Source: an optimization exercise on an open RTL-to-GDS flow (aim: small area). Production flows keep margins and buffers that such runs may drop.
Only simulation tests tie the RTL to the original design; equivalence was not proved.
Power is estimated from default activity; no workload was simulated.

==> branch amber <==
Design decimal_rounding_unit_core, start of the top module:
module decimal_rounding_unit_core (
  input  logic        clk_i,
  input  logic        rst_ni,
  input  logic        start_i,
  output logic        busy_o,
  input  logic [50:0] in_i,
  output logic        done_o,
  output logic [48:0] result_o,
  input  logic        cfg_we_i,
  input  logic [2:0]  cfg_data_i
);
Settings: LEC_CHECK=0, CAP_MARGIN=20, CORE_MARGIN=2, CORE_UTILIZATION=40, GPL_TIMING_DRIVEN=0, SETUP_SLACK_MARGIN=0.1, SLEW_MARGIN=20, SYNTH_HIERARCHICAL=1; clock period 6.0 ns.
standard.sh (not shown) runs the stock make flow with config.mk's settings and CLKGATE_MAP_FILE= SYNTH_SCRIPT=/design/flow/synth_recipe.tcl, a recipe that flattens the netlist after the stock synthesis.
==> flow/flow/run.sh <==
#!/bin/bash
# Standard ORFS layout (the standard.sh, unchanged synthesis), with the port buffers
# made of the smallest buffer cell and no dummy clock loads in clock tree synthesis.
set -euo pipefail
bash standard.sh "BUFFER_PORTS_ARGS=-buffer_cell sky130_fd_sc_hd__buf_1" \
  "CTS_ARGS=-sink_clustering_enable -repair_clock_nets -dont_use_dummy_load -buf_list sky130_fd_sc_hd__clkbuf_8 -sink_clustering_size 16 -sink_clustering_max_diameter 80" finish > standard_make.log 2>&1
==> branch xenon: changes against branch amber <==
==> flow/flow/run.sh (replaced) <==
#!/bin/bash
# Standard ORFS layout (the standard.sh, unchanged synthesis), with the port buffers
# made of the smallest buffer cell and no dummy clock loads in clock tree synthesis.
set -euo pipefail
bash standard.sh "BUFFER_PORTS_ARGS=-buffer_cell sky130_fd_sc_hd__buf_1" \
  "CTS_ARGS=-sink_clustering_enable -repair_clock_nets -dont_use_dummy_load" finish > standard_make.log 2>&1
==> summary of the runs <==
- Branch xenon finished with timing, DRC and antenna clean. Branch amber went through all stages and came out clean.
- Utilization: branch xenon is higher than branch amber (0.74 points).
- In branch amber the maximum frequency is larger than in branch xenon, by about 0.35%.
- Of branch xenon and branch amber, branch xenon has the higher non-clock buffer count (gap 1).
- Area after synthesis is the same in branch amber and branch xenon.
- In sequential power, branch xenon and branch amber hardly differ.
- Flip-flop and latch count is the same in branch xenon and branch amber.
- Against branch amber, the total power of branch xenon is larger by 4.4%.
- Clock power: branch amber is lower than branch xenon (about 40%).
- Between branch xenon and branch amber, the lower first-iteration DRC count is in branch amber (gap about 7%, measured against branch amber).
==> figures <==
Root Buffer Master: branch amber sky130_fd_sc_hd__clkbuf_8; branch xenon sky130_fd_sc_hd__clkbuf_16
Maximum fanout encountered on the critical timing path: branch amber 10; branch xenon 11
Met3 Resource Use GR: branch amber 6.28%; branch xenon 6.55%
Post-detailed-routing wire length: branch amber 65100 um; branch xenon 65300 um
Clock edge transition at the registers on the reported setup and hold paths: branch amber 100 ps; branch xenon 60 ps
Switching power summed over all nets: branch amber 6.39 mW; branch xenon 6.47 mW
Routed length per placed instance: branch amber 25.2 um; branch xenon 25.2 um
Final worst hold slack: branch amber 312 ps; branch xenon 300 ps
Crit path top cell by count: branch amber sky130_fd_sc_hd__a21o_1; branch xenon sky130_fd_sc_hd__clkbuf_2
Routed length on met1: branch amber 28200 um; branch xenon 27800 um
Number of clock buffers inserted by TritonCTS: branch amber 21; branch xenon 27
Reg-to-Reg End: branch amber vb_t[18]$_DFF_P_; branch xenon vd_xa[9]$_DFF_P_
Outcome: branch amber no timing/DRC/antenna violations; branch xenon no timing/DRC/antenna violations
Multi-input logic area: branch amber 12800 um2; branch xenon 12700 um2
Combinational share of power: branch amber 75.7%; branch xenon 72.2%
1st-iter DRT viols: branch amber 1592; branch xenon 1698
Number of nets in the finished design: branch amber 2354; branch xenon 2361
Cell Pwr Density: branch amber 627 nW/um2; branch xenon 643 nW/um2
Design area: branch amber 19500 um2; branch xenon 19800 um2
Met1 Track Usage GR: branch amber 40.0%; branch xenon 39.8%

========
==> inputs of exp/willow <==
Another version of the RTL of decimal_rounding_unit_core (not shown whole).
clock: 6.0 ns
lec_check: 0
cap_margin: 20
core_margin: 2
core_utilization: 40
cts_buf_list: sky130_fd_sc_hd__clkbuf_4
cts_cluster_size: 20
gpl_timing_driven: 0
setup_slack_margin: 0.3
slew_margin: 20
synth_hierarchical: 1
run.sh (not shown) runs the stock make flow with config.mk's settings and CLKGATE_MAP_FILE= SYNTH_SCRIPT=/design/flow/synth_recipe.tcl, a recipe that flattens the netlist after the stock synthesis.
Stock flow here: none of the scripts above is used.
==> exp/nickel: changes against exp/willow <==
--- a/flow/design.v
+++ b/flow/design.v
@@ -1085,29 +1085,26 @@
   wire s3_41, s3_42;
   dru_fa u_s3_41 (.a(w[20]), .b(cc[20]), .c(~wt[20]), .s(s3_41), .co(s3_42));
   wire s3_43, s3_44;
   dru_fa u_s3_43 (.a(w[21]), .b(cc[21]), .c(1'b1), .s(s3_43), .co(s3_44));
   assign xa = {1'b1, 1'b1, s3_43, s3_41, s3_39, s3_37, s3_35, s3_33, s3_31, s3_29, s3_27, s3_25, s3_23, s3_21, s3_19, s3_17, s3_15, s3_13, s3_11, s3_9, s3_7, s3_5, s3_3, s3_1};
   assign xb = {1'b0, s3_44, s3_42, s3_40, s3_38, s3_36, s3_34, s3_32, s3_30, s3_28, s3_26, s3_24, s3_22, s3_20, s3_18, s3_16, s3_14, s3_12, s3_10, s3_8, s3_6, s3_4, s3_2, 1'b0};
-  wire ovfi = (w[47:22] == 26'h1ffffff);
-  wire ovfd = (w[47:22] == 26'h2000000);
   logic        vd_q;
   logic [23:0] vd_xa;
   logic [23:1] vd_xb;
   logic [25:0] vd_hi;
-  logic        vd_oi, vd_od;
+  wire         vd_oi = (vd_hi == 26'h1ffffff);
+  wire         vd_od = (vd_hi == 26'h2000000);
   always_ff @(posedge clk_i or negedge rst_ni) begin
     if (!rst_ni) vd_q <= 1'b0;
     else vd_q <= vc_q;
   end
   always_ff @(posedge clk_i) begin
     vd_xa <= xa;
     vd_xb <= xb[23:1];
     vd_hi <= w[47:22];
-    vd_oi <= ovfi;
-    vd_od <= ovfd;
   end
   wire [23:0] xsum;
   wire s4_1, s4_2;
   dru_ha u_s4_1 (.a(vd_xa[1]), .b(vd_xb[1]), .s(s4_1), .co(s4_2));
   wire s4_3, s4_4;
   dru_ha u_s4_3 (.a(vd_xa[2]), .b(vd_xb[2]), .s(s4_3), .co(s4_4));
==> flow/flow/run.sh (new file) <==
#!/bin/bash
# Standard ORFS layout (the standard.sh, unchanged synthesis), with the port buffers
# made of the smallest buffer cell instead of the default choice.
set -euo pipefail
bash standard.sh "BUFFER_PORTS_ARGS=-buffer_cell sky130_fd_sc_hd__buf_1" finish > standard_make.log 2>&1
==> flow/standard.sh (new file) <==
#!/bin/bash
# synth_recipe.tcl (not shown) runs the flow's synth.tcl, then flattens the netlist and writes it again
# the make line also repeats each setting of config.mk as NAME=value (left out here)
make -C /OpenROAD-flow-scripts/flow DESIGN_CONFIG=/design/flow/config.mk WORK_HOME=/design/flow/orfs CLKGATE_MAP_FILE= SYNTH_SCRIPT=/design/flow/synth_recipe.tcl "${@:-finish}"
==> flow/config.mk (replaced) <==
export PLATFORM = sky130hd
export DESIGN_NAME = decimal_rounding_unit_core
export DESIGN_NICKNAME = decimal_rounding_unit_core
export VERILOG_FILES = /design/flow/design.v
export SDC_FILE = /design/flow/constraint.sdc
export NUM_CORES = 4
export LEC_CHECK = 0
export CAP_MARGIN = 20
export CORE_MARGIN = 2
export CORE_UTILIZATION = 40
export GPL_TIMING_DRIVEN = 0
export SETUP_SLACK_MARGIN = 0.1
export SLEW_MARGIN = 20
export SYNTH_HIERARCHICAL = 1
removed: flow/run.sh
==> run summary <==
exp/willow finished with timing, DRC and antenna clean. exp/nickel completed without violations. Against exp/willow, the worst hold slack of exp/nickel is higher by 0.045 ns. Against exp/nickel, the clock skew of exp/willow is higher by 0.12 ns. Against exp/willow, the first-iteration DRC count of exp/nickel is higher by about 1.9%. Against exp/willow, the critical path depth of exp/nickel is lower by 5. Register-to-register slack: exp/willow is better than exp/nickel (0.15 ns). Between exp/willow and exp/nickel, the lower non-clock buffer count is in exp/nickel (gap 40).
==> figures <==
metric                                                            exp/willow        exp/nickel
Result of the run                                             finished clean    finished clean
Power density over cell area                                     623 nW/um^2       651 nW/um^2
Count of clock-net buffers in the final layout                            80                31
Count of buffers added by post-CTS timing repair for setup                18                 1
Period minus WS final                                                5.61 ns           5.76 ns
CP Capture Point                                            vd_xa[7]$_DFF_P_  vb_t[18]$_DFF_P_
Number of instances resized during post-cts repair                       166                64
Register-to-Register Setup Slack                                     0.39 ns           0.24 ns
Synthesized cell area                                             17900 um^2        17600 um^2
Met1 usage in global routing                                           40.7%             39.9%
Crit Path Max Fanout                                                      11                10
Share of power burned in the clock network                             10.2%             12.7%
Part of the total power dissipated in combinational logic              73.6%             70.6%

[static timing again, ports no longer ideal]
In the flow no input, the clock included, has a driving cell. The finished layouts below were timed again as built, in two steps. Step 1 sets driving cells, clkbuf_16 on the clock port and buf_2 on the other inputs (assumed; they add their load-dependent delay and slew). Step 2 moves the port delays by t, midway between the first and last clock arrival at a register: inputs arrive t later, outputs are due t later. That takes back most of the time a late clock gives input paths. a / b / c = ideal / step 1 / step 2; a / b = the first two.
| run | t, ns | setup WS [ns] | worst hold slack (ns) | clock arrival spread, ns |
|---|---|---|---|---|
| branch amber | 0.601 | 0.252 / 0.252 / -0.108 | 0.312 / 0.312 / 0.312 | 0.062 / 0.062 |
| branch xenon | 0.597 | 0.232 / 0.232 / -0.072 | 0.300 / 0.300 / 0.300 | 0.023 / 0.023 |
| exp/willow | 0.830 | 0.392 / 0.392 / -0.308 | 0.257 / 0.257 / 0.257 | 0.153 / 0.153 |
| exp/nickel | 0.619 | 0.238 / 0.238 / -0.072 | 0.301 / 0.301 / 0.301 | 0.036 / 0.036 |
Met with ideal ports but missed after step 2: setup timing in every run listed. The setup slack of exp/willow, which loses most, moves by 0.000 ns with the drivers and by -0.700 ns with both steps.
